Context: an optimization exercise on an open-source flow, tuned for small area, a short achievable clock period and few clock cycles per item. The choices shown serve that exercise and are no tape-out recipe. At most, simulation tests tie the RTL to the original design; equivalence was not proved. For run 1, only the layout was checked, not whether the RTL still works. The flow treats the clock pin as an ideal source, which a real chip does not have. No activity file was given, so power comes from the tool's default toggle rates.

==> design/flow/design.v <==
`default_nettype none
package fsubm_pkg;
  localparam int CAP    = 16;    
  localparam int ADDR_W = 5;
  localparam int DATA_W = 64;
  localparam logic [1:0] REG_FIRST  = 2'd0;
  localparam logic [1:0] REG_NEXT   = 2'd1;
  localparam logic [1:0] REG_LENGTH = 2'd2;
endpackage
`default_nettype wire
`default_nettype none
module fsubm_front
(
  input  wire logic       clk,
  input  wire logic       rst,
  input  wire logic       in_valid,
  output logic            in_ready,
  input  wire logic [7:0] hay_byte,
  input  wire logic       last_byte,
  output logic            a_v,
  output logic [7:0]      a_byte,
  output logic            a_last,
  input  wire logic       out_valid_nx
);
  logic rdy;
  logic a_v_nx;
  assign in_ready = rdy;
  assign a_v_nx   = !rdy || in_valid;
  always_ff @(posedge clk) begin
    if (rst) begin
      a_v <= 1'b0;
      rdy <= 1'b1;
    end else begin
      a_v <= a_v_nx;
      rdy <= !(a_v_nx && out_valid_nx);
    end
  end
  always_ff @(posedge clk) begin
    if (rdy) begin
      a_byte <= hay_byte;
      a_last <= last_byte;
    end
  end
endmodule
`default_nettype wire
`default_nettype none
module fsubm_back
(
  input  wire logic         clk,
  input  wire logic         rst,
  input  wire logic [63:0]  cfg_first,
  input  wire logic [63:0]  cfg_next,
  input  wire logic [4:0]   cfg_len,
  input  wire logic [15:0]  len_sel,
  input  wire logic         len_zero,
  input  wire logic         a_v,
  input  wire logic [7:0]   a_byte,
  input  wire logic         a_last,
  output logic              out_valid_nx,
  output logic              out_valid,
  input  wire logic         out_ready,
  output logic              found,
  output logic [31:0]       offset
);
  logic [127:0] needle;
  logic [15:0]  eq;
  logic [15:0]  d;
  logic [15:0]  d_nx;
  logic [15:0]  pre;
  logic         prev_last;
  logic         r_v;
  logic         r_first;
  logic         r_last;
  logic         r_match;
  logic         m_nx;
  logic         matched;
  logic [31:0]  cnt;
  logic [31:0]  carry;
  logic [31:0]  cnt_tog;
  logic [15:0]  sel;
  logic [31:0]  init;
  logic         proceed;
  logic         step;
  logic         res;
  assign needle  = {cfg_next, cfg_first};
  assign proceed = !out_valid;
  assign offset  = cnt;
  assign sel = len_sel;
  always_comb begin
    if (cfg_len[4]) begin
      init = 32'hFFFF_FFF1;
    end else if (cfg_len[3:0] == 4'd0) begin
      init = 32'd0;
    end else begin
      init = 32'd1 - 32'(cfg_len[3:0]);
    end
  end
  always_comb begin
    for (int j = 0; j < 16; j++) begin
      eq[j] = (a_byte == needle[8*j +: 8]);
    end
    pre[0] = sel[0];
    for (int j = 1; j < 16; j++) begin
      pre[j] = sel[j] && d[j-1] && !prev_last;
    end
    d_nx[0] = eq[0];
    for (int j = 1; j < 16; j++) begin
      d_nx[j] = eq[j] && d[j-1] && !prev_last;
    end
  end
  assign m_nx = (|(eq & pre)) || (len_zero && prev_last);
  always_ff @(posedge clk) begin
    if (proceed && a_v) begin
      d <= d_nx;
    end
  end
  always_ff @(posedge clk) begin
    if (rst) begin
      prev_last <= 1'b1;
      r_v       <= 1'b0;
    end else if (proceed) begin
      r_v <= a_v;
      if (a_v) begin
        prev_last <= a_last;
      end
    end
  end
  always_ff @(posedge clk) begin
    if (proceed) begin
      r_first <= prev_last;
      r_last  <= a_last;
      r_match <= m_nx;
    end
  end
  assign step = proceed && r_v;
  assign res  = r_v && !matched && (r_match || r_last);
  assign out_valid_nx = out_valid ? !out_ready : res;
  always_ff @(posedge clk) begin
    if (rst) begin
      matched   <= 1'b0;
      out_valid <= 1'b0;
    end else begin
      out_valid <= out_valid_nx;
      if (step) begin
        matched <= !r_last && (matched || r_match);
      end
    end
  end
  always_comb begin
    carry[0] = 1'b1;
    for (int i = 1; i < 32; i++) begin
      carry[i] = carry[i-1] && cnt[i-1];
    end
  end
  assign cnt_tog = cnt ^ ({32{step}} & carry);
  always_ff @(posedge clk) begin
    found <= out_valid ? (found && !out_ready) : r_match;
    if (step && r_last && !r_match) begin
      cnt <= '0;
    end else if (step && r_first) begin
      cnt <= init;
    end else begin
      cnt <= cnt_tog;
    end
  end
endmodule
`default_nettype wire
`default_nettype none
module first_substring_match_top
(
  input  wire logic              clk,
  input  wire logic              rst,
  input  wire logic              in_valid,
  output logic                   in_ready,
  input  wire logic [7:0]        hay_byte,
  input  wire logic              last_byte,
  output logic                   out_valid,
  input  wire logic              out_ready,
  output logic                   found,
  output logic [31:0]            offset,
  input  wire logic              psel,
  input  wire logic              penable,
  input  wire logic              pwrite,
  input  wire logic [4:0]        paddr,
  input  wire logic [63:0]       pwdata,
  output logic [63:0]            prdata,
  output logic                   pready
);
  logic [63:0] cfg_first;
  logic [63:0] cfg_next;
  logic [4:0]  cfg_len;
  logic        wr_first;
  logic        wr_next;
  logic        wr_len;
  logic        setup_wr;
  logic        rst_r;
  logic [63:0] wdata;
  logic [4:0]  len_nx;
  logic [15:0] len_sel;
  logic        len_zero;
  logic        a_v;
  logic [7:0]  a_byte;
  logic        a_last;
  logic        out_valid_nx;
  assign pready   = 1'b1;
  assign setup_wr = psel && !penable && pwrite;
  always_ff @(posedge clk) begin
    if (rst) begin
      wr_first <= 1'b0;
      wr_next  <= 1'b0;
      wr_len   <= 1'b0;
    end else begin
      wr_first <= setup_wr && (paddr[4:3] == 2'd0);
      wr_next  <= setup_wr && (paddr[4:3] == 2'd1);
      wr_len   <= setup_wr && (paddr[4:3] == 2'd2);
    end
  end
  always_ff @(posedge clk) begin
    rst_r <= rst;
  end
  assign wdata = rst_r ? 64'd0 : pwdata;
  always_ff @(posedge clk) begin
    if (wr_first || rst_r) cfg_first <= wdata;
    if (wr_next  || rst_r) cfg_next  <= wdata;
    cfg_len <= len_nx;
  end
  assign len_nx = (wr_len || rst_r) ? wdata[4:0] : cfg_len;
  always_ff @(posedge clk) begin
    for (int j = 0; j < 15; j++) begin
      len_sel[j] <= !len_nx[4] && (len_nx[3:0] == 4'(j + 1));
    end
    len_sel[15] <= len_nx[4];
    len_zero    <= (len_nx == 5'd0);
  end
  always_ff @(posedge clk) begin
    case (rst_r ? 2'd3 : paddr[4:3])
      2'd0:    prdata <= cfg_first;
      2'd1:    prdata <= cfg_next;
      2'd2:    prdata <= {59'd0, cfg_len};
      default: prdata <= '0;
    endcase
  end
  fsubm_front u_front (
    .clk       (clk),
    .rst       (rst),
    .in_valid  (in_valid),
    .in_ready  (in_ready),
    .hay_byte  (hay_byte),
    .last_byte (last_byte),
    .a_v       (a_v),
    .a_byte    (a_byte),
    .a_last    (a_last),
    .out_valid_nx (out_valid_nx)
  );
  fsubm_back u_back (
    .clk       (clk),
    .rst       (rst),
    .cfg_first (cfg_first),
    .cfg_next  (cfg_next),
    .cfg_len   (cfg_len),
    .len_sel   (len_sel),
    .len_zero  (len_zero),
    .a_v       (a_v),
    .a_byte    (a_byte),
    .a_last    (a_last),
    .out_valid_nx (out_valid_nx),
    .out_valid (out_valid),
    .out_ready (out_ready),
    .found     (found),
    .offset    (offset)
  );
endmodule
`default_nettype wire
==> design/flow/flow/run.sh <==
#!/bin/bash
# Standard layout, with the port buffers made of buf_2 instead of the
# cell buffer_ports picks by default.
echo 'export BUFFER_PORTS_ARGS = -buffer_cell sky130_fd_sc_hd__buf_2' >> config.mk
bash standard.sh > standard.log 2>&1
==> design/flow/standard.sh <==
#!/bin/bash
# synth_recipe.tcl (not shown) runs the flow's synth.tcl, then flattens the netlist and writes it again
# the make line also repeats each setting of config.mk as NAME=value (left out here)
make -C /OpenROAD-flow-scripts/flow DESIGN_CONFIG=/design/flow/config.mk WORK_HOME=/design/flow/orfs CLKGATE_MAP_FILE= SYNTH_SCRIPT=/design/flow/synth_recipe.tcl "${@:-finish}"
==> design/flow/config.mk <==
export PLATFORM = sky130hd
export DESIGN_NAME = first_substring_match_top
export DESIGN_NICKNAME = first_substring_match_top
export VERILOG_FILES = /design/flow/design.v
export SDC_FILE = /design/flow/constraint.sdc
export NUM_CORES = 4
export LEC_CHECK = 0
export ABC_CLOCK_PERIOD_IN_PS = 2000
export CAP_MARGIN = 20
export CORE_MARGIN = 2
export CORE_UTILIZATION = 60
export CTS_CLUSTER_DIAMETER = 100
export CTS_CLUSTER_SIZE = 30
export SETUP_SLACK_MARGIN = 4.55
export SLEW_MARGIN = 20
export BUFFER_PORTS_ARGS = -buffer_cell sky130_fd_sc_hd__buf_2
==> design/flow/constraint.sdc <==
create_clock -name core_clock -period 7.0 [get_ports {clk}]
set_input_delay 1.4000 -clock core_clock [delete_from_list [all_inputs] [get_ports {clk}]]
set_output_delay 1.4000 -clock core_clock [all_outputs]
set_load 0.01 [all_outputs]
==> results.cfg, run 1 <==
[finish]
final_common_cell = buf_2
drive_above_1_share = 0.2638
nets = 1187
fillCellCount = 1355
syn2layout_area_growth_pct = 16.33
fin_area_sq_um = 13310
final_cell_mix = buf_2, edfxtp_1, xnor2_1

[power_and_ir_drop]
p_sw_w = 0.0007666
power_frac_seq = 0.606
switching_share = 0.2425
combPwrFrac = 0.121
peakVddDrop_mv = 0.2347
p_per_area_nw_per_um2 = 237.6
p_clk_frac = 0.274
power.internal_w = 0.002395
p_leak_nw = 5.018

[global_route]
grt_antenna_before_repair = 1
grt_pass1_wl_um = 38560
grt_pass1_vias = 7199
grt_start_max_net_pins = 87
overflow = 0
grt_use_total = 0.2458

[critical_path]
crit_family = flip-flops
path_cells = buf_6
critical_path.slowest_cell = dfxtp_4
cp_num_cells = 1
critPathBufInv = 1
critPathRequiredTime_ns = 5.60
crit_path_start_kind = flop
worst_path_largest_cell_delay_ns = 0.46
reg2reg_from = u_back.prev_last
crit_fanout = 8
r2r_cells = 4
ff2ff_setup_slack_ns = 4.69
crit_start = u_front.rdy
timing.rr.end = u_back.r_match
crit_path_end_kind = primary output
critPathArrivalTime_ns = 1.10
worstSetupPathType = flop to primary output

[routing]
totalWireLength_um = 25270
drt-pass1-iter-count = 5
avgRoutedWirePerCell_um = 18.83
ant_nets = 0
viasPerCell = 5.589
drt_iter0_drc = 396
vias = 7501
route.detailed.drc = 0

[run]
drv_cap = 0

[yosys]
ys_warn_count = 3
seq_area_frac_synth = 0.6310
yosys_register_bits = 283
ys_async_sr_fraction = 0
yosysTopAreaCellShare = 0.4070
ys.flop_type = edfxtp_1
yosysTopAreaCell = edfxtp_1
syn-cell-area_sq_um = 11440
syn_nets = 999
post_synth_num_cell_types = 49
ys_top_cells_by_area = edfxtp_1, dfxtp_1, xnor2_1
synth-edff-count = 155
synth_area_per_cell_sq_um = 12.54
synthCells = 912

[sta]
hold_viol_final = 0
setup_viol = 0
relSlewSlack = 0.3495
finalCritPeriodShare = 0.3576
rsz0062_at_grt = yes
slew_violations = 0
fin_skew_ns = 0.03805
fmax_mhz = 399.5
fin_crit_ns = 2.503
worst_pin_slew_ns = 0.9714
setup_tns_ns = 0

[die]
core-area_sq_um = 18710
die_h_um = 142.1
rows = 50
dieWidth_um = 142.1
dieArea_sq_um = 20180
pin_count = 185
start_util = 0.6114

[placed_design]
port_buffers = 180
dp_hpwl_um = 15980
dpl_cell_area_sq_um = 12510
gp_congestion = 0.8908

[min_path]
holdPathStages = 2
hold_start = u_back.found
hp-class = flop to flop
hold_path_end = u_back.found

[cts]
cts_tree = yes
clkSinkCount = 283
worstSkewPairLatency_ns = 0.52
hold_buffers = 0
clock_path_buffers = 3
clk_pin_slew_ns = 0.11
cts_root_buf = clkbuf_16
cts_max_level = 1
numCtsBuffers = 13

[outcome]
status = timing/DRC/antenna clean
repair_timing:
| action | in CTS | in global routing |
|---|---|---|
| pin swaps | 0 | 0 |
| resized for setup | 29 | 26 |
| endpoints found under the setup margin | 152 | 36 |
| buffers inserted | 18 | 15 |
kinds of logic after synthesis:
group                    count (synthesis)  synth area share
AND/OR/NAND/NOR                        260            0.1316
flip-flops                             283            0.6310
multiplexers                            10          0.008752
XOR/XNOR                               159            0.1218
other                                    1         0.0003279
adder cells (fa/ha/maj)                  2          0.002188
buffers and inverters                   77           0.02833
AO/OA/AOI/OAI                          120           0.07603
cells in the mapped netlist (4+ instances only):
library cell and n:
nor3_1 23, dfxtp_1 128, nor4_1 23, nand4_1 23, nor2b_1 72, nand3_1 24, xnor2_1 148, o21ai_0 15
a2111oi_0 4, xor2_1 11, o21ai_1 14, mux2i_1 10, buf_2 13, a22o_1 59, nand2_1 17, a21oi_1 16
clkbuf_1 35, edfxtp_1 155, nand3b_1 10, inv_1 26, nor2_1 44
worst max path at each step:
| stage | endpoint | slack [ns] |
|---|---|---|
| floorplan | cfg_first[0] | 4.50 |
| global placement | prdata[30] | 4.17 |
| detailed placement | prdata[58] | 4.14 |
| CTS | in_ready | 4.44 |
| global route | in_ready | 4.47 |
| finish | in_ready | 4.50 |
final cells by class:
cell class              instances  area [sq um]  area share
well taps                     234         292.8     0.02200
repair buffers                224          1313     0.09865
diodes                          1         2.502   0.0001881
inverters                      26         97.59    0.007335
flip-flops and latches        283          7298      0.5485
clock inverters                 3         32.53    0.002445
clock buffers                  19         347.8     0.02614
multi-input cells             552          3921      0.2947
stage by stage:
stage	util	cells	setup slack [ns]	hold WS, ns	total power [W]
after floorplan	-	912	4.505	0.4278	0.002162
after global placement	0.6688	1286	4.170	0.4466	0.002284
after CTS	0.7021	1326	4.435	0.4707	0.003162
after detailed placement	0.6688	1286	4.142	0.4478	0.002290
final	0.7113	1342	4.497	0.4730	0.003161
after global routing	0.7112	1341	4.469	0.4872	0.003288
power groups by stage:
stage / registers [W] / logic, W / clock network, W
finish: 0.00191 / 0.000381 / 0.000865
floorplan: 0.00196 / 0.000205 / 0
global placement: 0.00197 / 0.000312 / 0
detailed placement: 0.00197 / 0.000315 / 0
global route: 0.00192 / 0.000415 / 0.000948
CTS: 0.00192 / 0.000356 / 0.000883
sequential cells by signal, indices dropped and copies added, names as in the netlist, 4 cells and up:
name / cells
u_back.d: 15
u_front.a_byte: 8
len_sel: 16
prdata: 64
cfg_first: 64
cfg_next: 64
u_back.cnt: 32
cfg_len: 4
metal layers:
metal	up-vias	share of wire	track usage
met2	223	0.48	0.4147
met3	37	0.053	0.03600
met4	0	0.019	0.05737
met1	3634	0.45	0.3399
li1	3607	-	-
met5	-	0	0
==> run 2, diff against run 1 <==
--- a/design/flow/design.v
+++ b/design/flow/design.v
@@ -21,10 +21,13 @@
   output logic [7:0]      a_byte,
   output logic            a_last,
+  input  wire logic       out_valid,
   input  wire logic       out_valid_nx
 );
   logic rdy;
+  logic a_free;
   logic a_v_nx;
   assign in_ready = rdy;
-  assign a_v_nx   = !rdy || in_valid;
+  assign a_free   = !(a_v && out_valid);
+  assign a_v_nx   = !a_free || in_valid;
   always_ff @(posedge clk) begin
     if (rst) begin
@@ -37,5 +40,5 @@
   end
   always_ff @(posedge clk) begin
-    if (rdy) begin
+    if (a_free) begin
       a_byte <= hay_byte;
       a_last <= last_byte;
@@ -251,4 +254,5 @@
     .a_byte    (a_byte),
     .a_last    (a_last),
+    .out_valid (out_valid),
     .out_valid_nx (out_valid_nx)
   );
==> run 2 against run 1 <==
  * Non-clock buffer count down 26
  * Maximum frequency up 3.4%
  * Wire length down 0.27%
  * Clock power down 2%
  * Combinational power down 18%
  * Sequential power about the same
  * Global-route usage about the same
  * Synthesized cell count up 1.9%
  * Die area up 0.40%
  * Still clean
  * Synthesized area up 0.42%
  * Largest cell class unchanged
  * Clock skew down 0.023 ns
==> results.cfg, run 2 <==
[finish]
final_common_cell = buf_2
drive_above_1_share = 0.2318
syn2layout_area_growth_pct = 13.54
fillCellCount = 1392
diodes = 0
largestRegisters = cfg_first x64, cfg_next x64, prdata x64
nets = 1177
final_cell_mix = buf_2, edfxtp_1, xnor2_1

[global_route]
overflow = 0
grt_pass1_vias = 7065
grt_antenna_before_repair = 0
grt_use_total = 0.2461
grt_pass1_wl_um = 38330
grt_start_max_net_pins = 60

[critical_path]
crit_path_end_kind = primary output
critPathBufInv = 1
r2r_cells = 5
crit_family = flip-flops
crit_path_start_kind = flop
cp_num_cells = 1
worst_path_largest_cell_delay_ns = 0.40
worstSetupPathType = flop to primary output
path_cells = buf_2
critPathRequiredTime_ns = 5.60
crit_fanout = 5
critPathArrivalTime_ns = 1.02
critical_path.slowest_cell = dfxtp_4

[die]
dieArea_sq_um = 20260
core-area_sq_um = 18770
dieWidth_um = 142.4
rows = 50
start_util = 0.6119
die_h_um = 142.4
pin_count = 185

[routing]
viasPerCell = 5.654
ant_nets = 0
drt_iter0_drc = 542
vias = 7520
route.detailed.drc = 0
totalWireLength_um = 25200
drt-pass1-iter-count = 4
avgRoutedWirePerCell_um = 18.95

[yosys]
seq_area_frac_synth = 0.6284
syn_nets = 1016
yosysTopAreaCellShare = 0.4053
synthCells = 929
yosys_register_bits = 283
ys_async_sr_fraction = 0
ys.flop_type = edfxtp_1
yosys.cell_count.top_type = edfxtp_1
synth-edff-count = 155
ys_top_cells_by_area = edfxtp_1, dfxtp_1, xnor2_1
syn-cell-area_sq_um = 11480
yosysTopAreaCell = edfxtp_1
synth_area_per_cell_sq_um = 12.36
ys_warn_count = 3
post_synth_num_cell_types = 53
synthTopCellsByCount = edfxtp_1, xnor2_1, dfxtp_1

[power_and_ir_drop]
p_per_area_nw_per_um2 = 235.0
p_leak_nw = 4.878
peakVddDrop_mv = 0.2226

[placed_design]
gp_congestion = 0.7921
port_buffers = 180
dp_hpwl_um = 17060

[min_path]
holdPathStages = 0
hp-class = flop to flop

[sta]
fin_skew_ns = 0.01462
fin_hold_ws_ns = 0.4690
slew_violations = 0
relSlewSlack = 0.3548
hold_viol_final = 0
fmax_mhz = 413.1
rsz0062_at_grt = no
worst_pin_slew_ns = 0.9635
setup_tns_ns = 0
fin_crit_ns = 2.421
setup_viol = 0
finalCritPeriodShare = 0.3458

[cts]
cts_max_level = 1
clk_pin_slew_ns = 0.11
numCtsBuffers = 13
cts_tree = yes
worstSkewPairLatency_ns = 0.49
cts_root_buf = clkbuf_16
clkSinkCount = 283
clock_path_buffers = 3

[outcome]
status = timing/DRC/antenna clean

[run]
drv_cap = 0
[run 2: final timing paths]
check             slack [ns]              to             start
setup reg to reg        4.67  u_back.cnt[29]  u_back.out_valid
setup / recovery        4.58       offset[3]     u_back.cnt[3]
hold / removal          0.47   u_back.r_last    u_front.a_last
hold reg to reg         0.47   u_back.r_last    u_front.a_last
[run 2: final cells by class]
| type | instances | area, sq um | area share |
|---|---|---|---|
| clock inverters | 2 | 20.02 | 0.001535 |
| well taps | 234 | 292.8 | 0.02245 |
| inverters | 27 | 101.3 | 0.007772 |
| clock buffers | 19 | 347.8 | 0.02667 |
| multi-input cells | 567 | 3960 | 0.3037 |
| repair buffers | 198 | 1040 | 0.07974 |
| flip-flops and latches | 283 | 7278 | 0.5581 |
[run 2: power by group]
group / switching (W) / total [W] / internal (W)
Sequential: 0.0000619 / 0.00191 / 0.00184
Combinational: 0.000173 / 0.000313 / 0.000141
Clock: 0.000489 / 0.000846 / 0.000358
[run 2: cell families (layout without fill, tap and decap cells)]
group | Yosys count | count (layout) | share of synthesized area
xor gates and xnor gates | 148 | 148 | 0.1129
muxes | 10 | 10 | 0.008716
buffers and inverters | 79 | 246 | 0.02887
AOI/OAI and AO/OA | 118 | 118 | 0.07648
adders and majority gates | 2 | 2 | 0.002179
DFF | 283 | 283 | 0.6284
other | 1 | 1 | 0.0003265
and+or+nand+nor | 288 | 288 | 0.1422
[run 2: stage by stage]
step	cell area (sq um)	total power [W]	util	worst slack [ns]	std cells
after global routing	13040	0.003180	0.6948	4.550	1330
final	13040	0.003065	0.6948	4.579	1330
after detailed placement	12580	0.002254	0.6701	3.889	1305
after CTS	12990	0.003082	0.6923	4.497	1327
after global placement	12580	0.002248	0.6701	3.899	1305
after floorplan	11500	0.002132	-	4.505	929
[run 2: what timing repair did]
| action | CTS | global route |
|---|---|---|
| hold buffers | 0 | 0 |
| gates resized for setup | 29 | 12 |
| endpoints found under the hold margin | 0 | 0 |
| setup buffers | 1 | 3 |
| setup endpoints to repair | 113 | 19 |
[run 2: per-layer routing]
layer  share of wire  GRT usage  wire length [um]  vias up
met4           0.013    0.04013               328        0
li1                -          -                 -     3647
met2            0.49     0.4218             12380      232
met5               0          0                 0        -
met3           0.054    0.02860              1356       21
met1            0.44     0.3476             11140     3620
Testbench counts of run 2, summed over its fixed seeds: cycles 381,470, bytes 379,052.
==> run 3, diff against run 2 <==
==> design/flow/flow/run.sh (replaced) <==
#!/bin/bash
# Standard layout with two changes: the port buffers are buf_2 instead of
# the cell buffer_ports picks by default, and after CTS the clock tree's
# middle level is removed (flatten_cts.tcl) so that the leaf buffers hang
# straight off the root buffer.
echo 'export BUFFER_PORTS_ARGS = -buffer_cell sky130_fd_sc_hd__buf_2' >> config.mk
echo "export POST_CTS_TCL = $PWD/flow/flatten_cts.tcl" >> config.mk
bash standard.sh > standard.log 2>&1
==> design/flow/flow/flatten_cts.tcl (new file) <==
# POST_CTS hook: drop the clock tree's middle level, so the root buffer
# drives the leaf (sink cluster) buffers directly. The tree stays balanced:
# every register is still two buffers from the clock port.
set block [ord::get_db_block]
set removed 0
foreach inst [$block getInsts] {
  if {![string match "clkbuf_1_*" [$inst getName]]} { continue }
  set in_net [[$inst findITerm A] getNet]
  set out_net [[$inst findITerm X] getNet]
  foreach it [$out_net getITerms] {
    if {[$it getInst] eq $inst} { continue }
    $it disconnect
    $it connect $in_net
  }
  odb::dbInst_destroy $inst
  odb::dbNet_destroy $out_net
  incr removed
}
puts "flatten_cts: removed $removed middle clock buffers"
estimate_parasitics -placement
report_clock_latency
--- a/design/flow/config.mk
+++ b/design/flow/config.mk
@@ -15,2 +15,3 @@
 export SLEW_MARGIN = 20
 export BUFFER_PORTS_ARGS = -buffer_cell sky130_fd_sc_hd__buf_2
+export POST_CTS_TCL = /design/flow/flow/flatten_cts.tcl
==> run 3 against run 2 <==
  * Still clean on timing, DRC and antenna
  * Sequential share of layout area up 0.23 points
  * Worst setup slack better by 0.034 ns
  * Critical path depth unchanged
  * Clock power down 7.6%
  * Cell area down 0.67%
  * Clock skew up 0.0017 ns
  * Synthesized area unchanged
  * Core utilization down 0.47 points
  * Via count down 0.32%
  * Wire length about the same
  * Register-to-register slack worse by 0.02 ns
==> results.cfg, run 3 <==
[routing]
viasPerCell = 5.657
route.detailed.drc = 0
avgRoutedWirePerCell_um = 19.04
drt-pass1-iter-count = 5
drt_iter0_drc = 568
totalWireLength_um = 25220
ant_nets = 0
vias = 7496

[global_route]
grt_pass1_wl_um = 38290
grt_antenna_before_repair = 0
overflow = 0
grt_start_max_net_pins = 60
grt_use_total = 0.2529
grt_pass1_vias = 7054

[finish]
drive_above_1_share = 0.2246
final_cell_mix = buf_2, edfxtp_1, xnor2_1
diodes = 0
syn2layout_area_growth_pct = 12.78
largestRegisters = cfg_first x64, cfg_next x64, prdata x64
seqCellArea_sq_um = 7259
final_common_cell = buf_2
fin_util = 0.6901
fillCellCount = 1408
multi_input_area_sq_um = 3964
nets = 1172

[yosys]
ys_top_cells_by_area = edfxtp_1, dfxtp_1, xnor2_1
synthCells = 929
post_synth_num_cell_types = 53
seq_area_frac_synth = 0.6284
ys.flop_type = edfxtp_1
yosysTopAreaCell = edfxtp_1
yosysTopAreaCellShare = 0.4053
syn_nets = 1016
yosys.cell_count.top_type = edfxtp_1
ys_async_sr_fraction = 0
synthTopCellsByCount = edfxtp_1, xnor2_1, dfxtp_1
syn-cell-area_sq_um = 11480
yosys_register_bits = 283
synth-edff-count = 155
ys_warn_count = 3
synth_area_per_cell_sq_um = 12.36

[critical_path]
crit_path_start_kind = flop
path_cells = buf_2
crit_family = flip-flops
r2r_cells = 5
reg2reg_from = u_back.out_valid
critical_path.slowest_cell = dfxtp_4
critPathBufInv = 1
worst_path_largest_cell_delay_ns = 0.41
critPathArrivalTime_ns = 0.99
crit_path_end_kind = primary output
worstSetupPathType = flop to primary output
ff2ff_setup_slack_ns = 4.65
crit_start = u_back.out_valid
timing.rr.end = u_back.cnt[29]
critPathRequiredTime_ns = 5.60
crit_fanout = 10

[sta]
relSlewSlack = 0.3553
setup_viol = 0
fin_crit_ns = 2.387
finalCritPeriodShare = 0.3409
worst_pin_slew_ns = 0.9626
hold_viol_final = 0
fin_hold_ws_ns = 0.4699
slew_violations = 0
fin_skew_ns = 0.01628
rsz0062_at_grt = no
fmax_mhz = 419.0
setup_tns_ns = 0

[placed_design]
port_buffers = 180
dp_hpwl_um = 17060
gp_congestion = 0.7921

[die]
pin_count = 185
start_util = 0.6119
rows = 50
core-area_sq_um = 18770
die_h_um = 142.4
dieArea_sq_um = 20260
dieWidth_um = 142.4

[outcome]
status = timing/DRC/antenna clean

[min_path]
hold_start = u_front.a_last
hp-class = flop to flop
holdPathStages = 0
hold_path_end = u_back.r_last

[power_and_ir_drop]
p_per_area_nw_per_um2 = 231.6
p_leak_nw = 4.834
total_power_w = 0.003000
peakVddDrop_mv = 0.2223

[cts]
clkSinkCount = 283
cts_tree = yes
worstSkewPairLatency_ns = 0.43
clk_pin_slew_ns = 0.10

[run]
drv_cap = 0
==> run 3: cell counts after synthesis <==
Identical to the previous run, type by type.
==> run 3: final cells by class <==
class                   count  area share
inverters                  27    0.007825
multi-input cells         567      0.3060
clock buffers              17     0.02299
clock inverters             2    0.001546
repair buffers            195     0.07854
flip-flops and latches    283      0.5605
well taps                 234     0.02260
==> run 3: kinds of logic (layout without fill, tap and decap cells) <==
| family | after synthesis | in the layout | share of synthesized area |
|---|---|---|---|
| mux | 10 | 10 | 0.008716 |
| other cells | 1 | 1 | 0.0003265 |
| flops | 283 | 283 | 0.6284 |
| simple gates | 288 | 288 | 0.1422 |
| fa+ha+maj | 2 | 2 | 0.002179 |
| xor+xnor | 148 | 148 | 0.1129 |
| compound gates | 118 | 118 | 0.07648 |
| buf+inv | 79 | 241 | 0.02887 |
==> run 3: report_power, final <==
group | leakage (nW) | total (W) | internal (W) | switching [W]
sequential | 2.65 | 0.00191 | 0.00184 | 0.0000625
clock | 0.153 | 0.000782 | 0.000305 | 0.000477
combinational | 2.03 | 0.000311 | 0.000139 | 0.000172
==> run 3: how the worst max path moves through the flow <==
| stage | end | slack, ns | depth (start not counted) |
|---|---|---|---|
| finish | out_valid | 4.61 | 1 |
| global route | u_back.cnt[30] | 4.55 | 5 |
| detailed placement | prdata[10] | 3.89 | 5 |
| global placement | prdata[40] | 3.90 | 5 |
| floorplan | cfg_first[0] | 4.50 | 4 |
==> run 3: per-layer routing <==
metal / GRT usage / vias up / share of wire
li1: - / 3635 / -
met1: 0.3478 / 3624 / 0.45
met2: 0.4226 / 222 / 0.49
met3: 0.04879 / 15 / 0.056
met4: 0.05524 / 0 / 0.0084
met5: 0 / - / 0
==> run 3: through the flow <==
step	cells	area (sq um)	worst slack (ns)
detailed placement	1305	12580	3.889
global placement	1305	12580	3.899
floorplan	929	11500	4.505
finish	1325	12950	4.613
global route	1325	12950	4.553
==> run 3: worst reg2reg max path, delay by kind of cell (launching register included) <==
| kind | cells | cell delay (ns) |
|---|---|---|
| and+or+nand+nor | 5 | 1.90 |
| DFF | 1 | 0.39 |
==> run 4, diff against run 3 <==
--- a/design/flow/config.mk
+++ b/design/flow/config.mk
@@ -12,5 +12,5 @@
 export CTS_CLUSTER_DIAMETER = 100
 export CTS_CLUSTER_SIZE = 30
-export SETUP_SLACK_MARGIN = 4.55
+export SETUP_SLACK_MARGIN = 4.65
 export SLEW_MARGIN = 20
 export BUFFER_PORTS_ARGS = -buffer_cell sky130_fd_sc_hd__buf_2
==> run 4 against run 3 <==
  * Cell area grew 6.9%
  * Non-clock buffer count grew 50
  * Sequential share of layout area is 3.2 points lower
  * Count of clock-buffer cells in the layout stayed put
  * Critical endpoint is now u_back.cnt[30]
  * Flip-flop and latch count stayed put
  * Die area is the same
  * Global-route usage up 1.4 points
  * Still clean
  * Total power increased by 2.5%
  * Synthesized cell count is the same
  * Combinational power rose by 22%
  * Maximum frequency down 1.7%
  * Core utilization grew 4.8 points
==> results.cfg, run 4 <==
[finish]
fillCellCount = 1301
drive_above_1_share = 0.2986
diodes = 0
nets = 1223
final_cell_mix = edfxtp_1, xnor2_1, buf_2
largestRegisters = cfg_first x64, cfg_next x64, prdata x64
seqCellArea_sq_um = 7316
multi_input_area_sq_um = 4026
final_common_cell = edfxtp_1
syn2layout_area_growth_pct = 20.58
instances_no_fill = 1376
fin_util = 0.7379

[power_and_ir_drop]
switching_share = 0.2392
combPwrFrac = 0.123
p_per_area_nw_per_um2 = 222.0
p_sw_w = 0.0007354
p_clk_frac = 0.256
total_power_w = 0.003074
peakVddDrop_mv = 0.2362
power.internal_w = 0.002339
power_frac_seq = 0.620
p_leak_nw = 5.204

[die]
rows = 50
start_util = 0.6119
pin_count = 185
die_h_um = 142.4
dieArea_sq_um = 20260
core-area_sq_um = 18770
dieWidth_um = 142.4

[routing]
drt_iter0_drc = 444
viasPerCell = 5.630
avgRoutedWirePerCell_um = 19.97
totalWireLength_um = 27480
ant_nets = 0
drt-pass1-iter-count = 5
route.detailed.drc = 0
vias = 7747

[yosys]
yosysTopAreaCellShare = 0.4053
synthSimpleGateAreaFrac = 0.1422
synth_area_per_cell_sq_um = 12.36
ys_async_sr_fraction = 0
syn-cell-area_sq_um = 11480
post_synth_num_cell_types = 53
yosys_register_bits = 283
synth_compound_area_frac = 0.07648
yosys.cell_count.top_type = edfxtp_1
ys_top_cells_by_area = edfxtp_1, dfxtp_1, xnor2_1
synthCells = 929
synth-edff-count = 155
synth_adder_area_share = 0.002179
synth_top_family_by_area = simple AND/OR/NAND/NOR gates
ys_warn_count = 3
yosysTopAreaCell = edfxtp_1
syn_nets = 1016
ys.flop_type = edfxtp_1
synthTopCellsByCount = edfxtp_1, xnor2_1, dfxtp_1
synth-xor-area-share = 0.1129
synthMuxAreaShare = 0.008716
seq_area_frac_synth = 0.6284

[sta]
fin_crit_ns = 2.427
worst_pin_slew_ns = 1.069
relSlewSlack = 0.2841
fin_skew_ns = 0.02199
setup_tns_ns = 0
fin_hold_ws_ns = 0.4789
setup_viol = 0
hold_viol_final = 0
fmax_mhz = 412.0
finalCritPeriodShare = 0.3467
rsz0062_at_grt = yes
slew_violations = 0

[cts]
clk_pin_slew_ns = 0.11
cts_tree = yes
clkSinkCount = 283
worstSkewPairLatency_ns = 0.42

[critical_path]
crit_path_start_kind = flop
critical_path.slowest_cell = or4_4
cp_common_cell = or4_4
critPathArrivalTime_ns = 2.78
worst_path_largest_cell_delay_ns = 0.55
critPathRequiredTime_ns = 7.36
crit_path_end_kind = flop
crit_family = simple AND/OR/NAND/NOR gates
worstSetupPathType = flop to flop
critPathBufInv = 2
crit_fanout = 6
path_cells = buf_4 -> nand3_2 -> or4_4 -> or4_4 -> buf_12 -> or4_4 -> nand3_1

[placed_design]
gp_congestion = 0.8791
port_buffers = 180
place_inst = 1303
dp_hpwl_um = 16880

[global_route]
grt_pass1_wl_um = 40480
grt_use_total = 0.2671
grt_start_max_net_pins = 65
overflow = 0
grt_pass1_vias = 7507
grt_antenna_before_repair = 1

[min_path]
hp-class = flop to flop

[outcome]
status = timing/DRC/antenna clean

[run]
drv_cap = 0
## run 4: cell counts after synthesis
No cell type changed its count.
## run 4: cells by family (layout without fill, tap and decap cells)
kind of cell               count (synthesis)  after routing
adders and majority gates                  2              2
buffers and inverters                     79            291
AOI/OAI and AO/OA                        118            118
DFF                                      283            283
muxes                                     10             10
and+or+nand+nor                          288            289
xor gates and xnor gates                 148            148
other                                      1              1
## run 4: worst min-delay path, stage by stage (launching register included)
cell	delay, ns
dfxtp_2	0.34
inv_1	0.05
o22ai_1	0.06
## run 4: layout make-up
| type | count | share of cell area |
|---|---|---|
| clock buffer | 17 | 0.02150 |
| clock inverter | 2 | 0.001446 |
| inverter | 27 | 0.007318 |
| multi-input combinational | 568 | 0.2907 |
| sequential | 283 | 0.5283 |
| tap | 234 | 0.02114 |
| timing repair buffer | 245 | 0.1296 |
## run 4: power by group through the flow
| stage | Sequential, W | Clock [W] | Combinational [W] |
|---|---|---|---|
| after floorplan | 0.00194 | 0 | 0.000192 |
| after global placement | 0.00195 | 0 | 0.000297 |
| after detailed placement | 0.00195 | 0 | 0.000301 |
| after global routing | 0.00192 | 0.000860 | 0.000411 |
| final | 0.00191 | 0.000789 | 0.000379 |
## run 4: routing by layer
layer / up-vias / track usage / routed length, um
li1: 3726 / - / -
met1: 3791 / 0.3493 / 11660
met2: 203 / 0.4737 / 14240
met3: 25 / 0.04273 / 1232
met4: 2 / 0.05784 / 332
met5: - / 0 / 8
## run 4: final timing paths
kind,startpoint,to,slack [ns],cells past startpoint
worst max-delay path,u_back.cnt[21],u_back.cnt[30],4.57,7
worst min-delay path,u_back.found,u_back.found,0.48,2
worst max register to register,u_back.cnt[21],u_back.cnt[30],4.57,7
worst min register to register,u_back.found,u_back.found,0.48,2
## run 4: through the flow
| step | area [sq um] | setup slack [ns] |
|---|---|---|
| 2_1_floorplan | 11520 | 4.505 |
| 3_3_place_gp | 12570 | 3.801 |
| 3_5_place_dp | 12570 | 3.792 |
| 5_1_grt | 13850 | 4.555 |
| 6_report | 13850 | 4.573 |
==> run 5, diff against run 4 <==
==> design/flow/flow/run.sh (replaced) <==
#!/bin/bash
# Standard layout with two changes: the port buffers start as buf_1 instead
# of the cell buffer_ports picks by default (repair_timing sizes them up
# where timing needs it), and after CTS the clock tree's middle level is
# removed (flatten_cts.tcl) so that the leaf buffers hang straight off the
# root buffer.
echo 'export BUFFER_PORTS_ARGS = -buffer_cell sky130_fd_sc_hd__buf_1' >> config.mk
echo "export POST_CTS_TCL = $PWD/flow/flatten_cts.tcl" >> config.mk
bash standard.sh > standard.log 2>&1
--- a/design/flow/config.mk
+++ b/design/flow/config.mk
@@ -12,6 +12,6 @@
 export CTS_CLUSTER_DIAMETER = 100
 export CTS_CLUSTER_SIZE = 30
-export SETUP_SLACK_MARGIN = 4.65
+export SETUP_SLACK_MARGIN = 4.55
 export SLEW_MARGIN = 20
-export BUFFER_PORTS_ARGS = -buffer_cell sky130_fd_sc_hd__buf_2
+export BUFFER_PORTS_ARGS = -buffer_cell sky130_fd_sc_hd__buf_1
 export POST_CTS_TCL = /design/flow/flow/flatten_cts.tcl
==> run 5 against run 4 <==
  * Still clean
  * Global-route usage is 0.86 points lower
  * Combinational power fell by 18%
  * Wire length decreased by 6.8%
  * Final cell count down 3.2%
  * Worst setup slack better by 0.025 ns
  * First-iteration DRC count up 14%
  * Maximum frequency is 1.0% higher
  * Worst hold slack got worse by 0.0070 ns
  * Critical endpoint is now prdata[5]
  * Highest routed layer is now met4
==> results.cfg, run 5 <==
[yosys]
synth_area_per_cell_sq_um = 12.36
seq_area_frac_synth = 0.6284
synthCells = 929
syn_nets = 1016
yosysTopAreaCellShare = 0.4053
yosys.cell_count.top_type = edfxtp_1
yosysTopAreaCell = edfxtp_1
synthTopCellsByCount = edfxtp_1, xnor2_1, dfxtp_1
synth-edff-count = 155
ys_async_sr_fraction = 0
ys_warn_count = 3
ys_top_cells_by_area = edfxtp_1, dfxtp_1, xnor2_1
syn-cell-area_sq_um = 11480
post_synth_num_cell_types = 53
yosys_register_bits = 283
ys.flop_type = edfxtp_1

[die]
rows = 50
core-area_sq_um = 18770
dieWidth_um = 142.4
start_util = 0.6119
die_h_um = 142.4
pin_count = 185
dieArea_sq_um = 20260

[finish]
drive_above_1_share = 0.08015
fillCellCount = 1438
final_common_cell = buf_1
nets = 1178
largestRegisters = cfg_first x64, cfg_next x64, prdata x64
syn2layout_area_growth_pct = 11.68
final_cell_mix = buf_1, edfxtp_1, xnor2_1
diodes = 0
fin_util = 0.6834
fin_area_sq_um = 12830

[power_and_ir_drop]
peakVddDrop_mv = 0.2491
p_per_area_nw_per_um2 = 235.6
p_leak_nw = 4.299
total_power_w = 0.003022

[global_route]
grt_pass1_vias = 7134
grt_use_total = 0.2585
grt_antenna_before_repair = 0
grt_start_max_net_pins = 87
grt_pass1_wl_um = 38940
overflow = 0

[sta]
relSlewSlack = 0.5438
setup_tns_ns = 0
rsz0062_at_grt = no
fin_crit_ns = 2.402
hold_viol_final = 0
worst_pin_slew_ns = 0.6842
finalCritPeriodShare = 0.3431
fin_skew_ns = 0.02026
fin_hold_ws_ns = 0.4719
fmax_mhz = 416.4
slew_violations = 0
setup_viol = 0

[placed_design]
gp_congestion = 0.8001
dpl_cell_area_sq_um = 12350
port_buffers = 180
dp_hpwl_um = 16700

[routing]
avgRoutedWirePerCell_um = 19.23
route.detailed.drc = 0
totalWireLength_um = 25620
vias = 7541
drt_iter0_drc = 508
ant_nets = 0
drt-pass1-iter-count = 5
viasPerCell = 5.661

[cts]
cts_tree = yes
worstSkewPairLatency_ns = 0.44
clkSinkCount = 283
clk_pin_slew_ns = 0.12

[critical_path]
reg2reg_from = u_back.out_valid
crit_fanout = 12
worstSetupPathType = primary input to flop
crit_path_start_kind = primary input
ff2ff_setup_slack_ns = 4.66
critPathArrivalTime_ns = 2.79
timing.rr.end = u_back.cnt[29]
r2r_cells = 5
crit_path_end_kind = flop
critPathRequiredTime_ns = 7.39
crit_start = paddr[3]
cp-endpoint = prdata[5]

[outcome]
status = timing/DRC/antenna clean

[min_path]
holdPathStages = 2
hp-class = flop to flop

[run]
drv_cap = 0
-- run 5: worst min-delay path by stage --
stage	from	end	slack (ns)
floorplan	u_front.a_last	u_back.r_last	0.43
global placement	u_front.a_last	u_back.r_last	0.44
detailed placement	u_front.a_last	u_back.r_last	0.45
global route	u_front.a_last	u_back.r_last	0.51
finish	u_back.found	u_back.found	0.47
-- run 5: worst max-delay path, cell delays in order --
cell and delay (ns):
buf_2 0.33, nand2b_1 0.25, nor2_2 0.58, a22o_1 0.22
-- run 5: per-stage QoR --
| step | setup WS (ns) | std cells |
|---|---|---|
| 6_report | 4.598 | 1332 |
| 5_1_grt | 4.549 | 1332 |
| 3_5_place_dp | 3.499 | 1305 |
| 3_3_place_gp | 3.493 | 1305 |
| 2_1_floorplan | 4.505 | 929 |
-- run 5: area by class of cell --
class	instances	area (sq um)	share of cell area
flip-flops and latches	283	7269	0.5668
clock buffers	18	301.5	0.02351
repair buffers	199	852.1	0.06643
well taps	234	292.8	0.02283
multi-input cells	569	3980	0.3103
clock inverters	2	28.78	0.002244
inverters	27	101.3	0.007902
-- run 5: cells by family after synthesis --
kind of cell	count (synthesis)	share of synthesized area
adders and majority gates	2	0.002179
buffers and inverters	79	0.02887
and+or+nand+nor	288	0.1422
AOI/OAI and AO/OA	118	0.07648
xor gates and xnor gates	148	0.1129
other	1	0.0003265
muxes	10	0.008716
DFF	283	0.6284
-- run 5: per-layer routing --
metal / vias up / routed length [um] / GRT usage
met5: - / 0 / 0
met3: 39 / 1644 / 0.04610
met2: 262 / 12250 / 0.4241
met1: 3594 / 11100 / 0.3508
li1: 3646 / - / -
met4: 0 / 617 / 0.08911
-- run 5: where the power goes --
part | internal, W | switching, W | leakage, nW | total [W]
clock | 0.000311 | 0.000497 | 0.158 | 0.000808
combinational | 0.000130 | 0.000179 | 1.49 | 0.000309
sequential | 0.00184 | 0.0000596 | 2.65 | 0.00190
==> run 6, diff against run 5 <==
--- a/design/flow/design.v
+++ b/design/flow/design.v
@@ -21,26 +21,38 @@
   output logic [7:0]      a_byte,
   output logic            a_last,
-  input  wire logic       out_valid,
-  input  wire logic       out_valid_nx
+  input  wire logic       proceed
 );
-  logic rdy;
-  logic a_free;
-  logic a_v_nx;
+  logic       b_v;
+  logic [7:0] b_byte;
+  logic       b_last;
+  logic       rdy;
+  logic       adv;
+  logic       fire;
+  logic       b_v_nx;
   assign in_ready = rdy;
-  assign a_free   = !(a_v && out_valid);
-  assign a_v_nx   = !a_free || in_valid;
+  assign fire     = in_valid && !b_v;
+  assign adv      = proceed || !a_v;
+  assign b_v_nx   = adv ? 1'b0 : (b_v || fire);
   always_ff @(posedge clk) begin
     if (rst) begin
       a_v <= 1'b0;
+      b_v <= 1'b0;
       rdy <= 1'b1;
     end else begin
-      a_v <= a_v_nx;
-      rdy <= !(a_v_nx && out_valid_nx);
-    end
-  end
-  always_ff @(posedge clk) begin
-    if (a_free) begin
-      a_byte <= hay_byte;
-      a_last <= last_byte;
+      if (adv) begin
+        a_v <= b_v || fire;
+      end
+      b_v <= b_v_nx;
+      rdy <= !b_v_nx;
+    end
+  end
+  always_ff @(posedge clk) begin
+    if (adv) begin
+      a_byte <= b_v ? b_byte : hay_byte;
+      a_last <= b_v ? b_last : last_byte;
+    end
+    if (!b_v) begin
+      b_byte <= hay_byte;
+      b_last <= last_byte;
     end
   end
@@ -60,5 +72,5 @@
   input  wire logic [7:0]   a_byte,
   input  wire logic         a_last,
-  output logic              out_valid_nx,
+  output logic              proceed,
   output logic              out_valid,
   input  wire logic         out_ready,
@@ -79,13 +91,13 @@
   logic         matched;
   logic [31:0]  cnt;
-  logic [31:0]  carry;
-  logic [31:0]  cnt_tog;
   logic [15:0]  sel;
   logic [31:0]  init;
-  logic         proceed;
+  logic         hold;
+  logic         out_valid_nx;
   logic         step;
   logic         res;
   assign needle  = {cfg_next, cfg_first};
-  assign proceed = !out_valid;
+  assign hold    = out_valid && !out_ready;
+  assign proceed = !hold;
   assign offset  = cnt;
   assign sel = len_sel;
@@ -138,5 +150,5 @@
   assign step = proceed && r_v;
   assign res  = r_v && !matched && (r_match || r_last);
-  assign out_valid_nx = out_valid ? !out_ready : res;
+  assign out_valid_nx = hold || res;
   always_ff @(posedge clk) begin
     if (rst) begin
@@ -150,19 +162,16 @@
     end
   end
-  always_comb begin
-    carry[0] = 1'b1;
-    for (int i = 1; i < 32; i++) begin
-      carry[i] = carry[i-1] && cnt[i-1];
-    end
-  end
-  assign cnt_tog = cnt ^ ({32{step}} & carry);
-  always_ff @(posedge clk) begin
-    found <= out_valid ? (found && !out_ready) : r_match;
-    if (step && r_last && !r_match) begin
-      cnt <= '0;
-    end else if (step && r_first) begin
-      cnt <= init;
-    end else begin
-      cnt <= cnt_tog;
+  always_ff @(posedge clk) begin
+    if (proceed) begin
+      found <= r_match;
+    end
+    if (step) begin
+      if (r_last && !r_match) begin
+        cnt <= '0;
+      end else if (r_first) begin
+        cnt <= init;
+      end else begin
+        cnt <= cnt + 32'd1;
+      end
     end
   end
@@ -205,5 +214,5 @@
   logic [7:0]  a_byte;
   logic        a_last;
-  logic        out_valid_nx;
+  logic        proceed;
   assign pready   = 1'b1;
   assign setup_wr = psel && !penable && pwrite;
@@ -254,6 +263,5 @@
     .a_byte    (a_byte),
     .a_last    (a_last),
-    .out_valid (out_valid),
-    .out_valid_nx (out_valid_nx)
+    .proceed   (proceed)
   );
   fsubm_back u_back (
@@ -268,5 +276,5 @@
     .a_byte    (a_byte),
     .a_last    (a_last),
-    .out_valid_nx (out_valid_nx),
+    .proceed   (proceed),
     .out_valid (out_valid),
     .out_ready (out_ready),
==> design/flow/flow/run.sh (replaced) <==
#!/bin/bash
# Standard layout with two changes: the port buffers are buf_2 instead of
# the cell buffer_ports picks by default, and after CTS the clock tree's
# middle level is removed (flatten_cts.tcl) so that the leaf buffers hang
# straight off the root buffer.
echo 'export BUFFER_PORTS_ARGS = -buffer_cell sky130_fd_sc_hd__buf_2' >> config.mk
echo "export POST_CTS_TCL = $PWD/flow/flatten_cts.tcl" >> config.mk
bash standard.sh > standard.log 2>&1
--- a/design/flow/config.mk
+++ b/design/flow/config.mk
@@ -9,9 +9,9 @@
 export CAP_MARGIN = 20
 export CORE_MARGIN = 2
-export CORE_UTILIZATION = 60
+export CORE_UTILIZATION = 67
 export CTS_CLUSTER_DIAMETER = 100
 export CTS_CLUSTER_SIZE = 30
 export SETUP_SLACK_MARGIN = 4.55
 export SLEW_MARGIN = 20
-export BUFFER_PORTS_ARGS = -buffer_cell sky130_fd_sc_hd__buf_1
+export BUFFER_PORTS_ARGS = -buffer_cell sky130_fd_sc_hd__buf_2
 export POST_CTS_TCL = /design/flow/flow/flatten_cts.tcl
==> run 6 against run 5 <==
  * Count of clock-buffer cells in the layout is the same
  * Critical path depth shrank 3
  * Flip-flop and latch count grew 10
  * Register-to-register slack lost 0.03 ns
==> results.cfg, run 6 <==
[cts]
clk_pin_slew_ns = 0.12
clkSinkCount = 293
cts_tree = yes
worstSkewPairLatency_ns = 0.45

[global_route]
grt_use_total = 0.2875
grt_antenna_before_repair = 1
grt_start_max_net_pins = 75
overflow = 0
grt_pass1_vias = 7760
grt_pass1_wl_um = 42260

[yosys]
ys_async_sr_fraction = 0
seq_area_frac_synth = 0.6421
synthTopCellsByCount = edfxtp_1, xnor2_1, dfxtp_1
syn-cell-area_sq_um = 12070
synth-edff-count = 188
yosysTopAreaCell = edfxtp_1
ys_warn_count = 3
ys.flop_type = edfxtp_1
yosys_register_bits = 293
yosysTopAreaCellShare = 0.4679
yosys.cell_count.top_type = edfxtp_1
synthCells = 915
post_synth_num_cell_types = 51
synth_area_per_cell_sq_um = 13.19
syn_nets = 1002
ys_top_cells_by_area = edfxtp_1, dfxtp_1, xnor2_1

[finish]
largestRegisters = cfg_first x64, cfg_next x64, prdata x64
syn2layout_area_growth_pct = 15.67
nets = 1220
instances_no_fill = 1370
drive_above_1_share = 0.2561
final_cell_mix = edfxtp_1, buf_2, xnor2_1
final_common_cell = edfxtp_1

[sta]
setup_viol = 0
fin_skew_ns = 0.01732
worst_pin_slew_ns = 0.8876
rsz0062_at_grt = yes
hold_viol_final = 0
fmax_mhz = 401.3
relSlewSlack = 0.4082
finalCritPeriodShare = 0.3560
fin_crit_ns = 2.492
setup_tns_ns = 0
slew_violations = 0

[min_path]
hp-class = flop to flop

[routing]
totalWireLength_um = 27260
vias = 7877
viasPerCell = 5.750
avgRoutedWirePerCell_um = 19.90
drt-pass1-iter-count = 5
drt_iter0_drc = 525
route.detailed.drc = 0
ant_nets = 0

[die]
core-area_sq_um = 17840
rows = 49
die_h_um = 138.2
dieWidth_um = 138.2
pin_count = 185
dieArea_sq_um = 19100
start_util = 0.6763

[critical_path]
crit_family = flip-flops
worst_path_largest_cell_delay_ns = 0.47
path_cells = buf_2
critical_path.slowest_cell = edfxtp_1
critPathRequiredTime_ns = 5.60
ff2ff_setup_slack_ns = 4.63
critPathArrivalTime_ns = 1.09
crit_fanout = 5
crit_path_start_kind = flop
worstSetupPathType = flop to primary output
crit_path_end_kind = primary output
critPathBufInv = 1

[power_and_ir_drop]
peakVddDrop_mv = 0.3235
p_per_area_nw_per_um2 = 222.6
p_leak_nw = 5.435

[outcome]
status = timing/DRC/antenna clean

[placed_design]
port_buffers = 180
gp_congestion = 0.8575
place_inst = 1280
dp_hpwl_um = 17060

[run]
drv_cap = 0
[run 6: changes by cell type in the layout (fill, tap and decap cells not counted), sizes merged, moves of 9 or more]
cell    change
buf        +59
xor2       +46
xnor2      -38
edfxtp     +33
dfxtp      -23
nor2       +17
nor4       -14
inv        -12
o21a       +11
nor3       -10
mux2        +9
nand3b      -9
or4         -9
[run 6: kinds of logic (layout without fill, tap and decap cells)]
kind of cell    after synthesis  in the layout  share of synthesized area
simple gates                256            257                     0.1148
flops                       293            293                     0.6421
fa+ha+maj                     2              2                   0.002074
buf+inv                      68            292                    0.03464
compound gates              120            120                    0.07612
other cells                   1              2                  0.0003108
mux                          19             19                    0.01670
xor+xnor                    156            156                     0.1132
[run 6: report_power, final]
group / leakage (nW) / internal (W) / switching [W] / total, W
Combinational: 2.52 / 0.000150 / 0.000173 / 0.000322
Sequential: 2.76 / 0.00193 / 0.0000498 / 0.00198
Clock: 0.153 / 0.000306 / 0.000503 / 0.000809
Total: 5.44 / 0.00238 / 0.000725 / 0.00311
[run 6: area by class of cell]
class                   instances  area (sq um)
diodes                          1         2.502
clock buffers                  18         301.5
clock inverters                 2         17.52
fillers                      1074          3885
inverters                      15         56.30
multi-input cells             555          3931
flip-flops and latches        293          7749
well taps                     229         286.5
repair buffers                257          1612
[run 6: path summary, 6_finish.rpt]
path	from	to	cells after the start
setup / recovery	u_back.cnt[16]	offset[16]	1
hold / removal	u_front.b_byte[4]	u_front.b_byte[4]	1
setup reg to reg	u_back.prev_last	u_back.r_match	5
hold reg to reg	u_front.b_byte[4]	u_front.b_byte[4]	1
[run 6: routing by layer]
metal | global-route usage | up-vias | routed length [um]
met1 | 0.4077 | 3826 | 11700
met4 | 0.07358 | 0 | 509
met3 | 0.05369 | 39 | 1812
li1 | - | 3703 | -
met5 | 0 | - | 0
met2 | 0.4666 | 309 | 13240
[run 6: per-stage QoR]
| step | setup WS [ns] | total power, W | utilization | hold WS (ns) | cell area, sq um |
|---|---|---|---|---|---|
| after global routing | 4.465 | 0.003211 | 0.7822 | 0.5013 | 13960 |
| after floorplan | 4.505 | 0.002202 | - | 0.4174 | 12080 |
| after detailed placement | 3.780 | 0.002297 | 0.7280 | 0.4611 | 12990 |
| final | 4.508 | 0.003106 | 0.7822 | 0.4884 | 13960 |
| after global placement | 3.790 | 0.002289 | 0.7272 | 0.4543 | 12970 |
Testbench counts of run 6, summed over its fixed seeds: cycles 379,225, bytes 379,052.
==> run 7, diff against run 6 <==
--- a/design/flow/config.mk
+++ b/design/flow/config.mk
@@ -9,8 +9,8 @@
 export CAP_MARGIN = 20
 export CORE_MARGIN = 2
-export CORE_UTILIZATION = 67
+export CORE_UTILIZATION = 60
 export CTS_CLUSTER_DIAMETER = 100
 export CTS_CLUSTER_SIZE = 30
-export SETUP_SLACK_MARGIN = 4.55
+export SETUP_SLACK_MARGIN = 4.5
 export SLEW_MARGIN = 20
 export BUFFER_PORTS_ARGS = -buffer_cell sky130_fd_sc_hd__buf_2
==> run 7 against run 6 <==
  * Still clean
  * Global-route usage is 3.5 points lower
  * First-iteration DRC count shrank 11%
  * Clock power shrank 2%
  * Worst setup slack gained 0.043 ns
  * Register-to-register slack about the same
  * Maximum frequency grew 1.7%
  * Core utilization fell by 8.1 points
  * Critical path type is now primary input to flop
  * Largest power group unchanged
==> results.cfg, run 7 <==
[outcome]
status = timing/DRC/antenna clean

[yosys]
yosys_register_bits = 293
yosys.cell_count.top_type = edfxtp_1
ys_top_cells_by_area = edfxtp_1, dfxtp_1, xnor2_1
ys.flop_type = edfxtp_1
yosysTopAreaCellShare = 0.4679
post_synth_num_cell_types = 51
synthTopCellsByCount = edfxtp_1, xnor2_1, dfxtp_1
seq_area_frac_synth = 0.6421
yosysTopAreaCell = edfxtp_1
synthCells = 915
syn-cell-area_sq_um = 12070
synth-edff-count = 188
ys_warn_count = 3
ys_async_sr_fraction = 0
synth_area_per_cell_sq_um = 13.19
syn_nets = 1002

[critical_path]
crit_start = paddr[3]
worstSetupPathType = primary input to flop
ff2ff_setup_slack_ns = 4.63
crit_fanout = 32
reg2reg_from = u_back.prev_last
r2r_cells = 5
timing.rr.end = u_back.r_match
crit_path_end_kind = flop
cp-endpoint = prdata[38]
critPathArrivalTime_ns = 2.82
critPathRequiredTime_ns = 7.37
crit_path_start_kind = primary input

[sta]
rsz0062_at_grt = no
finalCritPeriodShare = 0.3499
slew_violations = 0
fmax_mhz = 408.3
relSlewSlack = 0.3440
worst_pin_slew_ns = 0.9787
fin_hold_ws_ns = 0.4829
hold_viol_final = 0
fin_crit_ns = 2.449
setup_viol = 0
fin_skew_ns = 0.01545
setup_tns_ns = 0

[die]
start_util = 0.6159
die_h_um = 145.8
dieWidth_um = 145.8
pin_count = 185
core-area_sq_um = 19590
rows = 51
dieArea_sq_um = 21260

[min_path]
holdPathStages = 1
hp-class = flop to flop

[placed_design]
dp_hpwl_um = 16680
gp_congestion = 0.7938
port_buffers = 180

[finish]
drive_above_1_share = 0.2358
diodes = 0
largestRegisters = cfg_first x64, cfg_next x64, prdata x64
nets = 1192
final_common_cell = edfxtp_1
fillCellCount = 1482
final_cell_mix = edfxtp_1, buf_2, xnor2_1
multi_input_area_sq_um = 3946
syn2layout_area_growth_pct = 13.85
fin_util = 0.7012
seqCellArea_sq_um = 7749

[global_route]
use_met2 = 0.4028
grt_use_met3 = 0.05235
grt_pass1_vias = 7479
grt_use_total = 0.2524
grt_pass1_wl_um = 40980
grt_most_used_layer = met2
grt_antenna_before_repair = 0
met1_usage = 0.3580
grt_start_max_net_pins = 89
overflow = 0

[run]
drv_cap = 0

[cts]
clk_pin_slew_ns = 0.11
clkSinkCount = 293
cts_tree = yes
worstSkewPairLatency_ns = 0.43

[routing]
viasPerCell = 5.579
avgRoutedWirePerCell_um = 19.36
vias = 7677
totalWireLength_um = 26640
route.detailed.drc = 0
drt-pass1-iter-count = 5
ant_nets = 0
drt_iter0_drc = 469

[power_and_ir_drop]
p_leak_nw = 5.274
peakVddDrop_mv = 0.1673
p_per_area_nw_per_um2 = 223.9
[run 7: cell counts after synthesis]
Identical to the previous run, type by type.
[run 7: cell families after synthesis]
kind of cell | count (synthesis) | synth area share
AO/OA/AOI/OAI | 120 | 0.07612
XOR/XNOR | 156 | 0.1132
adder cells (fa/ha/maj) | 2 | 0.002074
buffers and inverters | 68 | 0.03464
flip-flops | 293 | 0.6421
multiplexers | 19 | 0.01670
other | 1 | 0.0003108
AND/OR/NAND/NOR | 256 | 0.1148
[run 7: worst min path at each step]
stage                      startpoint                end  slack, ns
floorplan              u_front.a_last      u_back.r_last       0.42
global placement    u_front.b_byte[6]  u_front.b_byte[6]       0.46
detailed placement     u_front.b_last     u_front.b_last       0.46
global route           u_front.a_last      u_back.r_last       0.50
finish              u_front.b_byte[2]  u_front.b_byte[2]       0.48
[run 7: power breakdown]
group          internal [W]  switching [W]  leakage (nW)
logic              0.000138       0.000168          2.37
registers           0.00193      0.0000485          2.76
clock network      0.000304       0.000491         0.148
total               0.00237       0.000708          5.27
[run 7: through the flow]
step	std cells	total power (W)	setup slack, ns	instance area (sq um)
global placement	1316	0.002293	3.668	13030
global route	1376	0.003189	4.504	13740
finish	1376	0.003075	4.551	13740
detailed placement	1316	0.002297	3.661	13030
floorplan	915	0.002202	4.500	12080
[run 7: worst max-delay path: stages]
cell and delay (ns):
buf_2 0.30, nand2b_1 0.28, nor2_4 0.22, buf_4 0.39, a22o_1 0.20
[run 7: per-layer routing]
| metal | routed length [um] | part of all wire |
|---|---|---|
| met1 | 11980 | 0.45 |
| met2 | 12710 | 0.48 |
| met3 | 1490 | 0.056 |
| met4 | 460 | 0.017 |
| met5 | 0 | 0 |
[run 7: area by class of cell]
cell class	count	area share
flip-flops and latches	293	0.5641
clock buffers	18	0.02195
multi-input cells	556	0.2873
inverters	15	0.004099
repair buffers	228	0.09782
well taps	265	0.02414
clock inverters	1	0.0006376
==> run 8, diff against run 7 <==
--- a/design/flow/config.mk
+++ b/design/flow/config.mk
@@ -12,5 +12,5 @@
 export CTS_CLUSTER_DIAMETER = 100
 export CTS_CLUSTER_SIZE = 30
-export SETUP_SLACK_MARGIN = 4.5
+export SETUP_SLACK_MARGIN = 4.6
 export SLEW_MARGIN = 20
 export BUFFER_PORTS_ARGS = -buffer_cell sky130_fd_sc_hd__buf_2
==> run 8 against run 7 <==
  * Critical endpoint is now offset[10]
  * Critical path depth decreased by 4
  * Sequential share of layout area fell by 0.68 points
  * Total power up 0.21%
  * Count of clock-buffer cells in the layout fell by 1
  * Worst hold slack worse by 0.031 ns
  * Still clean on timing, DRC and antenna
  * Combinational power up 3%
==> results.cfg, run 8 <==
[placed_design]
gp_congestion = 0.8306
dp_slack_ns = 3.820
dpl_cell_area_sq_um = 13050
place_inst = 1318
dp_hpwl_um = 16960
port_buffers = 180

[routing]
drt_iter0_drc = 605
route.detailed.drc = 0
ant_nets = 0
met2_length_um = 13170
top_layer = met4
totalWireLength_um = 27200
wl_met1_um = 12000
viasPerCell = 5.599
drt-pass1-iter-count = 5
avgRoutedWirePerCell_um = 19.49
dr_wl_met3_um = 1677
vias = 7816

[finish]
final_common_cell = edfxtp_1
diodes = 0
fillCellCount = 1430
largestRegisters = cfg_first x64, cfg_next x64, prdata x64
drive_above_1_share = 0.2564
syn2layout_area_growth_pct = 15.32
final_cell_mix = edfxtp_1, buf_2, xnor2_1
nets = 1213
fin_area_sq_um = 13910
instances_no_fill = 1396

[critical_path]
r2r_cells = 7
crit_family = flip-flops
timing.rr.end = u_back.r_match
ff2ff_setup_slack_ns = 4.65
critical_path.slowest_cell = edfxtp_1
crit_fanout = 3
critPathRequiredTime_ns = 5.60
crit_path_end_kind = primary output
reg2reg_from = u_front.a_byte[7]
worstSetupPathType = flop to primary output
crit_start = u_back.cnt[10]
path_cells = buf_2
worst_path_largest_cell_delay_ns = 0.44
crit_path_start_kind = flop
critPathArrivalTime_ns = 1.02
critPathBufInv = 1

[global_route]
grt_antenna_before_repair = 0
grt_pass1_vias = 7695
grt_start_max_net_pins = 74
grt_use_total = 0.2576
overflow = 0
grt_pass1_wl_um = 41900

[cts]
clk_pin_slew_ns = 0.12
clkSinkCount = 293
worstSkewPairLatency_ns = 0.42
cts_tree = yes

[yosys]
yosysTopAreaCell = edfxtp_1
ys_async_sr_fraction = 0
yosys_register_bits = 293
yosysTopAreaCellShare = 0.4679
yosys.cell_count.top_type = edfxtp_1
ys.flop_type = edfxtp_1
seq_area_frac_synth = 0.6421
syn-cell-area_sq_um = 12070
ys_warn_count = 3
synth-edff-count = 188
post_synth_num_cell_types = 51
synthTopCellsByCount = edfxtp_1, xnor2_1, dfxtp_1
ys_top_cells_by_area = edfxtp_1, dfxtp_1, xnor2_1
synth_area_per_cell_sq_um = 13.19
synthCells = 915
syn_nets = 1002

[sta]
fin_skew_ns = 0.01958
finalCritPeriodShare = 0.3464
hold_viol_final = 0
rsz0062_at_grt = yes
relSlewSlack = 0.3587
setup_viol = 0
slew_violations = 0
worst_pin_slew_ns = 0.9620
fmax_mhz = 412.4
setup_tns_ns = 0
fin_crit_ns = 2.425
setup_ws_ns = 4.575

[die]
dieArea_sq_um = 21260
dieWidth_um = 145.8
start_util = 0.6159
die_h_um = 145.8
core-area_sq_um = 19590
pin_count = 185
rows = 51

[min_path]
hold_path_end = u_back.r_last
hold_start = u_front.a_last
hp-class = flop to flop
holdPathStages = 0

[outcome]
status = timing/DRC/antenna clean

[run]
drv_cap = 0

[power_and_ir_drop]
p_per_area_nw_per_um2 = 221.5
p_leak_nw = 5.367
peakVddDrop_mv = 0.2103
-- run 8: through the flow --
step,total power [W],util,hold slack (ns)
2_1_floorplan,0.002202,-,0.4174
3_3_place_gp,0.002295,0.6659,0.4195
3_5_place_dp,0.002300,0.6659,0.4268
5_1_grt,0.003194,0.7102,0.4617
6_report,0.003082,0.7102,0.4524
-- run 8: where the power goes --
group | switching (W) | leakage (nW) | internal [W]
logic | 0.000170 | 2.46 | 0.000145
registers | 0.0000497 | 2.76 | 0.00193
clock network | 0.000490 | 0.147 | 0.000302
total | 0.000710 | 5.37 | 0.00237
-- run 8: cells by family after synthesis --
logic type                 share of synthesized area
muxes                                        0.01670
other                                      0.0003108
buffers and inverters                        0.03464
DFF                                           0.6421
and+or+nand+nor                               0.1148
AOI/OAI and AO/OA                            0.07612
xor gates and xnor gates                      0.1132
adders and majority gates                   0.002074
-- run 8: layout make-up --
cell class | count | area [sq um] | share of cell area
Sequential cell | 293 | 7754 | 0.5573
Multi-Input combinational cell | 556 | 3944 | 0.2835
Timing Repair Buffer | 249 | 1514 | 0.1088
Tap cell | 265 | 331.6 | 0.02383
Clock buffer | 17 | 297.8 | 0.02140
Inverter | 15 | 63.81 | 0.004586
Clock inverter | 1 | 8.758 | 0.0006295
-- run 8: metal layers --
layer / GRT usage / up-vias
li1: - / 3678
met1: 0.3611 / 3843
met2: 0.4285 / 270
met3: 0.04545 / 25
met4: 0.05000 / 0
met5: 0 / -
-- run 8: worst max path at each step --
| stage | endpoint | slack (ns) | cells past startpoint |
|---|---|---|---|
| 2_1_floorplan | cfg_first[0] | 4.50 | 4 |
| 3_3_place_gp | prdata[5] | 3.82 | 5 |
| 3_5_place_dp | prdata[14] | 3.82 | 5 |
| 5_1_grt | offset[10] | 4.52 | 1 |
| 6_report | offset[10] | 4.58 | 1 |

==> afterwards: timing with drivers on the ports <==
In the flow no input, the clock included, has a driving cell. The finished layouts below were timed again as built, in two steps.
Step 1, drivers: a clkbuf_16 drives clk and a buf_2 each remaining input, both assumed.
Step 2 times the ports against the registers' clock, not the clock port: input delays grow and output delays shrink by t, the midpoint of the rising clock arrivals with the driver on.
a / b / c = ideal ports / drivers / drivers and shift; a / b = the first two.
| run | t, ns | setup slack, ns | clock arrival spread, ns | worst register clock-pin slew, ns | worst slew at a driven data input, ns |
|---|---|---|---|---|---|
| run 1 | 0.541 | 4.497 / 4.453 / 4.113 | 0.043 / 0.043 | 0.12 / 0.12 | 0.06 |
| run 2 | 0.526 | 4.579 / 4.533 / 4.219 | 0.015 / 0.015 | 0.11 / 0.11 | 0.05 |
| run 3 | 0.470 | 4.613 / 4.567 / 4.267 | 0.016 / 0.017 | 0.11 / 0.11 | 0.05 |
| run 4 | 0.456 | 4.573 / 4.537 / 4.265 | 0.026 / 0.026 | 0.11 / 0.11 | 0.08 |
| run 5 | 0.477 | 4.598 / 4.563 / 4.109 | 0.023 / 0.022 | 0.12 / 0.12 | 0.06 |
| run 6 | 0.483 | 4.508 / 4.465 / 4.091 | 0.017 / 0.017 | 0.12 / 0.12 | 0.07 |
| run 7 | 0.470 | 4.551 / 4.520 / 4.101 | 0.015 / 0.015 | 0.12 / 0.12 | 0.04 |
| run 8 | 0.457 | 4.575 / 4.530 / 4.216 | 0.020 / 0.020 | 0.12 / 0.12 | 0.05 |
After both steps setup and hold are still met in every run listed. For run 5, which loses most, drivers alone change the setup slack by -0.035 ns; drivers and shift together by -0.489 ns.
